From an optimization exercise on the open Yosys and OpenROAD flow, aimed at small area; shortcuts taken in it are not production practice.
The RTL was checked by simulation tests, not by an equivalence proof against the original design.
Power is estimated from default activity; no workload was simulated.

==> inputs of run H <==
==> flow/design.v <==
`timescale 1ns/1ns
`default_nettype none
module rename_core (
    input  wire                      clk,
    input  wire                      rst,
    input  wire                      dispatch_req,
    input  wire [5-1:0]  issue_rs1,
    input  wire [5-1:0]  issue_rs2,
    input  wire [5-1:0]  issue_rd,
    input  wire                      issue_has_rd,
    output wire                      dispatch_ack,
    output wire [4-1:0]      disp_src1_tag,
    output wire [32-1:0]     disp_src1_value,
    output wire [4-1:0]      disp_src2_tag,
    output wire [32-1:0]     disp_src2_value,
    output wire [4-1:0]      disp_dest_tag,
    input  wire                      wb_valid,
    input  wire [4-1:0]      wb_tag,
    input  wire [32-1:0]     wb_value,
    input  wire                      wb_mispredict,
    output wire                      commit_valid,
    output wire [5-1:0]  commit_rd,
    output wire                      commit_has_rd,
    output wire [4-1:0]      commit_tag,
    output wire [32-1:0]     commit_value,
    output wire                      commit_flush
);
    localparam int NR = 32;
    localparam int DW = 32;
    localparam int RW = 5;
    localparam int D  = 8;
    logic [DW-1:0] rf [1:NR-1];
    logic [RW-1:0] ent_rd  [D];
    logic [DW-1:0] ent_val [D];
    logic [D-1:0]  ent_mis;
    logic [D-1:0]  done;
    logic [D-1:0]  pend;
    logic [3:0]    head;         
    logic [3:0]    tail;
    logic          ack_q;
    logic          cv_q;         
    logic [DW-1:0] hold_val;     
    logic [RW-1:0] rs1_q;
    logic [RW-1:0] rs2_q;
    logic          same_q;       
    logic          haz_q;        
    logic          flip_q;       
    logic          hold2_q;      
    logic [3:0]    s1tag_q;
    logic [3:0]    s2tag_q;
    logic [2:0]    dslot_q;      
    logic [2:0]    cslot;
    logic [DW-1:0] cval;
    logic [RW-1:0] crd;
    logic          chas;
    logic          flush;
    logic          cwr;
    assign cslot = head[2:0] - 3'd1;
    assign cval  = ent_val[cslot];
    assign crd   = ent_rd[cslot];
    assign chas  = pend[cslot];
    assign flush = cv_q && ent_mis[cslot];
    assign cwr   = cv_q && chas;
    assign commit_valid  = cv_q;
    assign commit_rd     = crd;
    assign commit_has_rd = chas;
    assign commit_tag    = {head[2:0] == 3'd0, head[2:0]};
    assign commit_value  = cval;
    assign commit_flush  = ent_mis[cslot];
    logic full;
    logic empty;
    logic grant;
    logic cfire;
    logic alloc_has;
    logic [2:0] wb_idx;
    assign empty     = (head == tail);
    assign full      = (head[2:0] == tail[2:0]) && (head[3] != tail[3]);
    assign grant     = dispatch_req && !ack_q && !full && !flush;
    assign cfire     = !empty && done[head[2:0]] && !flush;
    assign alloc_has = issue_has_rd && (issue_rd != '0);
    assign wb_idx    = wb_tag[2:0] - 3'd1;
    always_ff @(posedge clk) begin
        if (rst || flush) begin
            head <= '0;
            tail <= '0;
            cv_q <= 1'b0;
        end else begin
            if (grant) tail <= tail + 4'd1;
            if (cfire) head <= head + 4'd1;
            cv_q <= cfire;
        end
    end
    always_ff @(posedge clk) begin
        ack_q <= !rst && (grant || (ack_q && dispatch_req));
    end
    always_ff @(posedge clk) begin
        for (int i = 0; i < D; i++) begin
            if (grant && tail[2:0] == 3'(i)) begin
                done[i]   <= 1'b0;
                ent_rd[i] <= issue_rd;
            end else if (wb_valid && wb_idx == 3'(i)) begin
                done[i]   <= 1'b1;
            end
            if (wb_valid && wb_idx == 3'(i)) begin
                ent_val[i] <= wb_value;
                ent_mis[i] <= wb_mispredict;
            end
        end
    end
    always_ff @(posedge clk) begin
        for (int i = 0; i < D; i++) begin
            if (rst || flush) begin
                pend[i] <= 1'b0;
            end else if (grant && tail[2:0] == 3'(i)) begin
                pend[i] <= alloc_has;
            end else if (cv_q && cslot == 3'(i)) begin
                pend[i] <= 1'b0;
            end
        end
    end
    logic [D-1:0] live_pend;
    logic [D-1:0] below_tail;
    always_comb begin
        live_pend = pend;
        if (cv_q) live_pend[cslot] = 1'b0;
        for (int i = 0; i < D; i++) begin
            below_tail[i] = (3'(i) < tail[2:0]);
        end
    end
    function automatic logic [3:0] find_tag(input logic [D-1:0] m,
                                            input logic [D-1:0] bt);
        logic [D-1:0] ml;
        logic [3:0]   t;
        ml = m & bt;
        t = 4'd0;
        if (ml != '0) begin
            for (int i = 0; i < D; i++) if (ml[i]) t = 4'(i + 1);
        end else begin
            for (int i = 0; i < D; i++) if (m[i]) t = 4'(i + 1);
        end
        find_tag = t;
    endfunction
    logic [D-1:0] m1;
    logic [D-1:0] m2;
    logic [3:0]   s1tag;
    logic [3:0]   s2tag;
    always_comb begin
        for (int i = 0; i < D; i++) begin
            m1[i] = live_pend[i] && (ent_rd[i] == issue_rs1);
            m2[i] = live_pend[i] && (ent_rd[i] == issue_rs2);
        end
    end
    assign s1tag = find_tag(m1, below_tail);
    assign s2tag = find_tag(m2, below_tail);
    logic [NR-1:1] sel1;
    logic [NR-1:1] sell;
    logic [NR-1:1] sel;
    logic [RW-1:0] live_idx;
    logic [DW-1:0] rf_out;
    logic [DW-1:0] hold_d;
    logic          flip;
    assign live_idx = flip_q ? rs1_q : rs2_q;
    always_comb begin
        for (int r = 1; r < NR; r++) begin
            sel1[r] = (issue_rs1 == RW'(r));
            sell[r] = (live_idx == RW'(r));
            sel[r]  = ack_q ? sell[r] : sel1[r];
        end
    end
    always_comb begin
        rf_out = '0;
        for (int r = 1; r < NR; r++) begin
            rf_out = rf_out | (rf[r] & {DW{sel[r]}});
        end
    end
    assign hold_d = (!ack_q && cwr && crd == issue_rs1) ? cval : rf_out;
    assign flip = ack_q && haz_q && !flip_q && cv_q && (head[2:0] == dslot_q);
    logic [DW-1:0] rf_wdata;
    assign rf_wdata = cval & {DW{!rst}};
    always_ff @(posedge clk) begin
        for (int r = 1; r < NR; r++) begin
            if (rst || (cwr && crd == RW'(r))) begin
                rf[r] <= rf_wdata;
            end
        end
    end
    always_ff @(posedge clk) begin
        if (!ack_q || flip) begin
            hold_val <= hold_d;
        end
        if (!ack_q) begin
            rs1_q    <= issue_rs1;
            rs2_q    <= issue_rs2;
            same_q   <= (issue_rs1 == issue_rs2);
            haz_q    <= (issue_rd == issue_rs2) && (issue_rs1 != issue_rs2);
            s1tag_q  <= s1tag;
            s2tag_q  <= s2tag;
            dslot_q  <= tail[2:0] + 3'd1;
        end
    end
    always_ff @(posedge clk) begin
        if (!ack_q) begin
            flip_q  <= 1'b0;
            hold2_q <= (issue_rs1 == issue_rs2);
        end else if (flip) begin
            flip_q  <= 1'b1;
            hold2_q <= 1'b1;
        end
    end
    assign dispatch_ack    = ack_q;
    assign disp_src1_tag   = s1tag_q;
    assign disp_src2_tag   = s2tag_q;
    assign disp_src1_value = flip_q  ? rf_out : hold_val;
    assign disp_src2_value = hold2_q ? hold_val : rf_out;
    assign disp_dest_tag   = {dslot_q == 3'd0, dslot_q};
endmodule
`default_nettype wire
==> flow/flow/run.sh <==
#!/bin/bash
# Layout flow: the standard layout (standard.sh, unchanged synthesis and
# steps), except that the port buffers use the plain buf_1 cell instead of the
# delay buffer the resizer picks by default. Each tool's output is kept in
# its own log file in this folder.
set -euo pipefail
export BUFFER_PORTS_ARGS="-buffer_cell sky130_fd_sc_hd__buf_1"
bash standard.sh synth > log_synth.txt 2>&1
bash standard.sh floorplan > log_floorplan.txt 2>&1
bash standard.sh place > log_place.txt 2>&1
bash standard.sh cts > log_cts.txt 2>&1
bash standard.sh route > log_route.txt 2>&1
bash standard.sh finish > log_finish.txt 2>&1
==> flow/standard.sh <==
#!/bin/bash
# synth_recipe.tcl (not shown) runs the flow's synth.tcl, then flattens the netlist and writes it again
# the make line also repeats each setting of config.mk as NAME=value (left out here)
make -C /OpenROAD-flow-scripts/flow DESIGN_CONFIG=/design/flow/config.mk WORK_HOME=/design/flow/orfs CLKGATE_MAP_FILE= SYNTH_SCRIPT=/design/flow/synth_recipe.tcl "${@:-finish}"
==> flow/config.mk <==
export PLATFORM = sky130hd
export DESIGN_NAME = rename_core
export DESIGN_NICKNAME = rename_core
export VERILOG_FILES = /design/flow/design.v
export SDC_FILE = /design/flow/constraint.sdc
export NUM_CORES = 4
export LEC_CHECK = 0
export CAP_MARGIN = 5
export CORE_MARGIN = 2
export CORE_UTILIZATION = 55
export CTS_CLUSTER_DIAMETER = 80
export CTS_CLUSTER_SIZE = 25
export PLACE_DENSITY = 0.65
export SLEW_MARGIN = 5
==> flow/constraint.sdc <==
create_clock -name core_clock -period 6.0 [get_ports {clk}]
set_input_delay 1.2000 -clock core_clock [delete_from_list [all_inputs] [get_ports {clk}]]
set_output_delay 1.2000 -clock core_clock [all_outputs]
set_load 0.01 [all_outputs]
==> run B: changes against run H <==
--- a/flow/design.v
+++ b/flow/design.v
@@ -56,9 +56,38 @@
     logic          flush;
     logic          cwr;
+    logic [D-1:0]  csel;         
+    logic          cmis;
     assign cslot = head[2:0] - 3'd1;
-    assign cval  = ent_val[cslot];
-    assign crd   = ent_rd[cslot];
-    assign chas  = pend[cslot];
-    assign flush = cv_q && ent_mis[cslot];
+    always_comb begin
+        for (int i = 0; i < D; i++) csel[i] = (cslot == 3'(i));
+    end
+    localparam int CW = DW + RW + 2;     
+    logic [CW-1:0] ent_w [D];
+    logic [CW-1:0] cword;
+    always_comb begin
+        for (int i = 0; i < D; i++) ent_w[i] = {ent_mis[i], pend[i], ent_rd[i], ent_val[i]};
+    end
+    genvar cb;
+    generate
+        for (cb = 0; cb < CW; cb++) begin : g_c_bit
+            logic t0, t1, t2;
+            rf_aoi3 u_c0 (
+                .a0 (ent_w[0][cb]), .s0 (csel[0]),
+                .a1 (ent_w[1][cb]), .s1 (csel[1]),
+                .a2 (ent_w[2][cb]), .s2 (csel[2]),
+                .y  (t0)
+            );
+            rf_aoi3 u_c1 (
+                .a0 (ent_w[3][cb]), .s0 (csel[3]),
+                .a1 (ent_w[4][cb]), .s1 (csel[4]),
+                .a2 (ent_w[5][cb]), .s2 (csel[5]),
+                .y  (t1)
+            );
+            assign t2 = !((ent_w[6][cb] && csel[6]) || (ent_w[7][cb] && csel[7]));
+            assign cword[cb] = !(t0 && t1 && t2);
+        end
+    endgenerate
+    assign {cmis, chas, crd, cval} = cword;
+    assign flush = cv_q && cmis;
     assign cwr   = cv_q && chas;
     assign commit_valid  = cv_q;
@@ -67,5 +96,5 @@
     assign commit_tag    = {head[2:0] == 3'd0, head[2:0]};
     assign commit_value  = cval;
-    assign commit_flush  = ent_mis[cslot];
+    assign commit_flush  = cmis;
     logic full;
     logic empty;
@@ -168,10 +197,21 @@
         end
     end
-    always_comb begin
-        rf_out = '0;
-        for (int r = 1; r < NR; r++) begin
-            rf_out = rf_out | (rf[r] & {DW{sel[r]}});
-        end
-    end
+    localparam int NG = (NR - 1) / 3;    
+    logic [NG:0] rf_t [DW];
+    genvar gb, gg;
+    generate
+        for (gb = 0; gb < DW; gb++) begin : g_rd_bit
+            for (gg = 0; gg < NG; gg++) begin : g_rd_grp
+                rf_aoi3 u_aoi (
+                    .a0 (rf[3*gg+1][gb]), .s0 (sel[3*gg+1]),
+                    .a1 (rf[3*gg+2][gb]), .s1 (sel[3*gg+2]),
+                    .a2 (rf[3*gg+3][gb]), .s2 (sel[3*gg+3]),
+                    .y  (rf_t[gb][gg])
+                );
+            end
+            assign rf_t[gb][NG] = !(rf[NR-1][gb] && sel[NR-1]);
+            assign rf_out[gb]   = !(&rf_t[gb]);
+        end
+    endgenerate
     assign hold_d = (!ack_q && cwr && crd == issue_rs1) ? cval : rf_out;
     assign flip = ack_q && haz_q && !flip_q && cv_q && (head[2:0] == dslot_q);
@@ -215,3 +255,14 @@
     assign disp_dest_tag   = {dslot_q == 3'd0, dslot_q};
 endmodule
+module rf_aoi3 (
+    input  wire a0,
+    input  wire s0,
+    input  wire a1,
+    input  wire s1,
+    input  wire a2,
+    input  wire s2,
+    output wire y
+);
+    assign y = !((a0 && s0) || (a1 && s1) || (a2 && s2));
+endmodule
 `default_nettype wire
Settings changed: SYNTH_HIERARCHICAL from default to 1, SYNTH_MINIMUM_KEEP_SIZE from default to 0.
==> run F: changes against run H <==
==> flow/design.v, changed modules only <==
module rename_core (
    input  wire                      clk,
    input  wire                      rst,
    input  wire                      dispatch_req,
    input  wire [5-1:0]  issue_rs1,
    input  wire [5-1:0]  issue_rs2,
    input  wire [5-1:0]  issue_rd,
    input  wire                      issue_has_rd,
    output wire                      dispatch_ack,
    output wire [4-1:0]      disp_src1_tag,
    output wire [32-1:0]     disp_src1_value,
    output wire [4-1:0]      disp_src2_tag,
    output wire [32-1:0]     disp_src2_value,
    output wire [4-1:0]      disp_dest_tag,
    input  wire                      wb_valid,
    input  wire [4-1:0]      wb_tag,
    input  wire [32-1:0]     wb_value,
    input  wire                      wb_mispredict,
    output wire                      commit_valid,
    output wire [5-1:0]  commit_rd,
    output wire                      commit_has_rd,
    output wire [4-1:0]      commit_tag,
    output wire [32-1:0]     commit_value,
    output wire                      commit_flush
);
    localparam int NR = 32;
    localparam int DW = 32;
    localparam int RW = 5;
    localparam int D  = 8;
    logic [DW-1:0] rf [1:NR-1];
    logic [RW-1:0] ent_rd  [D];
    logic [DW-1:0] ent_val [D];
    logic [D-1:0]  ent_mis;
    logic [D-1:0]  done;
    logic [D-1:0]  pend;
    logic [3:0]    head;         
    logic [3:0]    tail;
    logic          ack_q;
    logic          cv_q;         
    logic [DW-1:0] hold_n;       
    logic [RW-1:0] rs1_q;
    logic [RW-1:0] rs2_q;
    logic          same_q;       
    logic          haz_q;        
    logic          flip_q;       
    logic          hold2_q;      
    logic [3:0]    s1tag_q;
    logic [3:0]    s2tag_q;
    logic [2:0]    dslot_q;      
    logic [2:0]    cslot;
    logic [DW-1:0] cval;
    logic [RW-1:0] crd;
    logic          chas;
    logic          flush;
    logic          cwr;
    logic [D-1:0]  csel;         
    logic          cmis;
    assign cslot = head[2:0] - 3'd1;
    always_comb begin
        for (int i = 0; i < D; i++) csel[i] = (cslot == 3'(i));
    end
    localparam int CW = DW + RW + 2;     
    logic [CW-1:0] ent_w [D];
    logic [CW-1:0] cword;
    always_comb begin
        for (int i = 0; i < D; i++) ent_w[i] = {ent_mis[i], pend[i], ent_rd[i], ent_val[i]};
    end
    genvar cb;
    generate
        for (cb = 0; cb < CW; cb++) begin : g_c_bit
            logic t0, t1, t2;
            rf_aoi3 u_c0 (
                .a0 (ent_w[0][cb]), .s0 (csel[0]),
                .a1 (ent_w[1][cb]), .s1 (csel[1]),
                .a2 (ent_w[2][cb]), .s2 (csel[2]),
                .y  (t0)
            );
            rf_aoi3 u_c1 (
                .a0 (ent_w[3][cb]), .s0 (csel[3]),
                .a1 (ent_w[4][cb]), .s1 (csel[4]),
                .a2 (ent_w[5][cb]), .s2 (csel[5]),
                .y  (t1)
            );
            assign t2 = !((ent_w[6][cb] && csel[6]) || (ent_w[7][cb] && csel[7]));
            assign cword[cb] = !(t0 && t1 && t2);
        end
    endgenerate
    assign {cmis, chas, crd, cval} = cword;
    assign flush = cv_q && cmis;
    assign cwr   = cv_q && chas;
    assign commit_valid  = cv_q;
    assign commit_rd     = crd;
    assign commit_has_rd = chas;
    assign commit_tag    = {head[2:0] == 3'd0, head[2:0]};
    assign commit_value  = cval;
    assign commit_flush  = cmis;
    logic full;
    logic empty;
    logic grant;
    logic cfire;
    logic alloc_has;
    logic [2:0] wb_idx;
    assign empty     = (head == tail);
    assign full      = (head[2:0] == tail[2:0]) && (head[3] != tail[3]);
    assign grant     = dispatch_req && !ack_q && !full && !flush;
    assign cfire     = !empty && done[head[2:0]] && !flush;
    assign alloc_has = issue_has_rd && (issue_rd != '0);
    assign wb_idx    = wb_tag[2:0] - 3'd1;
    always_ff @(posedge clk) begin
        if (rst || flush) begin
            head <= '0;
            tail <= '0;
            cv_q <= 1'b0;
        end else begin
            if (grant) tail <= tail + 4'd1;
            if (cfire) head <= head + 4'd1;
            cv_q <= cfire;
        end
    end
    always_ff @(posedge clk) begin
        ack_q <= !rst && (grant || (ack_q && dispatch_req));
    end
    always_ff @(posedge clk) begin
        for (int i = 0; i < D; i++) begin
            if (grant && tail[2:0] == 3'(i)) begin
                done[i]   <= 1'b0;
                ent_rd[i] <= issue_rd;
            end else if (wb_valid && wb_idx == 3'(i)) begin
                done[i]   <= 1'b1;
            end
            if (wb_valid && wb_idx == 3'(i)) begin
                ent_val[i] <= wb_value;
                ent_mis[i] <= wb_mispredict;
            end
        end
    end
    always_ff @(posedge clk) begin
        for (int i = 0; i < D; i++) begin
            if (rst || flush) begin
                pend[i] <= 1'b0;
            end else if (grant && tail[2:0] == 3'(i)) begin
                pend[i] <= alloc_has;
            end else if (cv_q && cslot == 3'(i)) begin
                pend[i] <= 1'b0;
            end
        end
    end
    logic [D-1:0] live_pend;
    logic [D-1:0] below_tail;
    logic [2:0]   own_slot;
    assign own_slot = dslot_q - 3'd1;
    always_comb begin
        live_pend = pend;
        if (ack_q) live_pend[own_slot] = 1'b0;
        else if (cv_q) live_pend[cslot] = 1'b0;
        for (int i = 0; i < D; i++) begin
            below_tail[i] = (3'(i) < tail[2:0]);
        end
    end
    function automatic logic [3:0] find_tag(input logic [D-1:0] m,
                                            input logic [D-1:0] bt);
        logic [D-1:0] ml;
        logic [3:0]   t;
        ml = m & bt;
        t = 4'd0;
        if (ml != '0) begin
            for (int i = 0; i < D; i++) if (ml[i]) t = 4'(i + 1);
        end else begin
            for (int i = 0; i < D; i++) if (m[i]) t = 4'(i + 1);
        end
        find_tag = t;
    endfunction
    logic [D-1:0]  m;
    logic [RW-1:0] cam_idx;
    logic [3:0]    cam_tag;
    logic          first_q;      
    assign cam_idx = ack_q ? rs2_q : issue_rs1;
    always_comb begin
        for (int i = 0; i < D; i++) begin
            m[i] = live_pend[i] && (ent_rd[i] == cam_idx);
        end
    end
    assign cam_tag = find_tag(m, below_tail);
    logic [NR-1:1] sel;
    logic [RW-1:0] live_idx;
    logic [DW-1:0] rf_out;
    logic [DW-1:0] rf_all;       
    logic [DW-1:0] hold_d;
    logic          flip;
    assign live_idx = flip_q ? rs1_q : rs2_q;
    logic [RW-1:0] rd_idx;
    assign rd_idx = ack_q ? live_idx : issue_rs1;
    always_comb begin
        for (int r = 1; r < NR; r++) begin
            sel[r] = (rd_idx == RW'(r));
        end
    end
    localparam int NG = (NR - 1) / 3;    
    logic [NG:0] rf_t [DW];
    genvar gb, gg;
    generate
        for (gb = 0; gb < DW; gb++) begin : g_rd_bit
            for (gg = 0; gg < NG; gg++) begin : g_rd_grp
                rf_aoi3 u_aoi (
                    .a0 (rf[3*gg+1][gb]), .s0 (sel[3*gg+1]),
                    .a1 (rf[3*gg+2][gb]), .s1 (sel[3*gg+2]),
                    .a2 (rf[3*gg+3][gb]), .s2 (sel[3*gg+3]),
                    .y  (rf_t[gb][gg])
                );
            end
            assign rf_t[gb][NG] = !(rf[NR-1][gb] && sel[NR-1]);
            assign rf_all[gb]   = &rf_t[gb];
            assign rf_out[gb]   = !rf_all[gb];
        end
    endgenerate
    assign hold_d = (!ack_q && cwr && crd == issue_rs1) ? cval : rf_out;
    assign flip = ack_q && haz_q && !flip_q && cv_q && (head[2:0] == dslot_q);
    logic [DW-1:0] rf_wdata;
    assign rf_wdata = cval & {DW{!rst}};
    always_ff @(posedge clk) begin
        for (int r = 1; r < NR; r++) begin
            if (rst || (cwr && crd == RW'(r))) begin
                rf[r] <= rf_wdata;
            end
        end
    end
    always_ff @(posedge clk) begin
        if (!ack_q || flip) begin
            hold_n   <= ~hold_d;
        end
        if (!ack_q) begin
            rs1_q    <= issue_rs1;
            rs2_q    <= issue_rs2;
            same_q   <= (issue_rs1 == issue_rs2);
            haz_q    <= (issue_rd == issue_rs2) && (issue_rs1 != issue_rs2);
            s1tag_q  <= cam_tag;
            dslot_q  <= tail[2:0] + 3'd1;
        end
    end
    always_ff @(posedge clk) begin
        first_q <= !ack_q;
        if (ack_q && first_q) begin
            s2tag_q <= cam_tag;
        end
    end
    always_ff @(posedge clk) begin
        if (!ack_q) begin
            flip_q  <= 1'b0;
            hold2_q <= (issue_rs1 == issue_rs2);
        end else if (flip) begin
            flip_q  <= 1'b1;
            hold2_q <= 1'b1;
        end
    end
    assign dispatch_ack    = ack_q;
    assign disp_src1_tag   = s1tag_q;
    assign disp_src2_tag   = first_q ? cam_tag : s2tag_q;
    genvar ob;
    generate
        for (ob = 0; ob < DW; ob++) begin : g_out_bit
            out_oai22 u_o1 (
                .a1 (rf_all[ob]), .a2 (!flip_q),
                .b1 (hold_n[ob]), .b2 (flip_q),
                .y  (disp_src1_value[ob])
            );
            out_oai22 u_o2 (
                .a1 (hold_n[ob]), .a2 (!hold2_q),
                .b1 (rf_all[ob]), .b2 (hold2_q),
                .y  (disp_src2_value[ob])
            );
        end
    endgenerate
    assign disp_dest_tag   = {dslot_q == 3'd0, dslot_q};
endmodule
module out_oai22 (
    input  wire a1,
    input  wire a2,
    input  wire b1,
    input  wire b2,
    output wire y
);
    assign y = !((a1 || a2) && (b1 || b2));
endmodule
module rf_aoi3 (
    input  wire a0,
    input  wire s0,
    input  wire a1,
    input  wire s1,
    input  wire a2,
    input  wire s2,
    output wire y
);
    assign y = !((a0 && s0) || (a1 && s1) || (a2 && s2));
endmodule
Settings changed: CORE_UTILIZATION 55 to 70, PLACE_DENSITY 0.65 to 0.8, SYNTH_HIERARCHICAL from default to 1, SYNTH_MINIMUM_KEEP_SIZE from default to 0.
==> results.txt <==
The first detailed-routing pass ran for 10 iterations. The kind of cell with the highest combined delay along the critical path is simple AND/OR/NAND/NOR gates. The switching power total is 4854 uW, and the maximum number of pins on one net before global-route repair is 40. The critical path starts at issue_rs1[3]. Counting the fill cells in the layout gives 3742. For the via count of the first global-routing pass, the log shows 29959.

The flow ran to the end and the layout has no timing, DRC or antenna violations.
Source of the figures above: run F

==> results.txt <==
The logs give 31268 for the via count of the first global-routing pass and 60550 um for the met1 wire length. The cell family contributing the most delay on the critical path is simple AND/OR/NAND/NOR gates. The analysis attributes to net switching a power of 4948 uW. Excluding fillers, the count of instances in the completed layout stands at 4894.

The pre-antenna-repair detailed-routing pass consisted of 8 iterations. The number of filler instances in the final layout is 7149, and the proportion of final cell area spent on non-clock buffers is 0.03838. The run finished with no timing, DRC or antenna violations. The most critical setup path has its startpoint at ack_q. In the synthesized netlist, the number of instances is 3361. The area added between synthesis and finish works out to 9.587%. Counting flops and latches in the post-synthesis netlist gives 1378. Entering global routing, the biggest net connects 51 pins.

On the final layout, the worst clock skew is 0.03307 ns.
Source of the figures above: run H

==> results.txt <==
The flow ran to the end and the layout has no timing, DRC or antenna violations. The worst setup path is launched from an input pin. Number of filler instances in the final layout: 6426. The proportion of final cell area spent on non-clock buffers is 0.02844, and the maximum number of pins on one net before global-route repair is 40. The uppermost signal routing layer after detailed routing is met5. The number of iterations in the first detailed-routing pass is 13. Via count of the first global-routing pass: 28595. The worst hold path was traced through 2 stages. The number of endpoints with negative hold slack in the final report is 0, and the number of cells in the finished layout apart from fillers is 4239.

Tracing the worst setup path back leads to its startpoint at issue_rs1[4]. The analysis attributes to net switching a power of 4679 uW.
Source of the figures above: run B

[separate check: timing with driven ports]
How much do the figures lean on ideal ports? The routed layouts below were timed once more, with nothing changed but the port constraints.
Step 1: set_driving_cell puts a clkbuf_16 on clk and a buf_2 on each other input, an assumption about the parent block.
Step 2 moves the port delays by t, midway between the first and last clock arrival at a register: inputs arrive t later, outputs are due t later. That takes back most of the time a late clock gives input paths.
Three values: no drivers, after step 1, after step 2; two values: the first two.
run | t, ns | setup slack, ns | worst setup path at the end | worst register clock-pin slew, ns | worst data-port slew with drivers (ns)
run H | 0.738 | 0.143 / 0.064 / 0.339 | input to output | 0.11 / 0.11 | 0.09
run B | 0.712 | 0.283 / 0.239 / 0.239 | input to output | 0.10 / 0.10 | 0.08
run F | 0.711 | 0.245 / 0.187 / 0.195 | input to output | 0.10 / 0.10 | 0.08
After both steps setup and hold are still met in every run listed. The setup slack of run F, which loses most, moves by -0.058 ns with the drivers and by -0.050 ns with both steps.
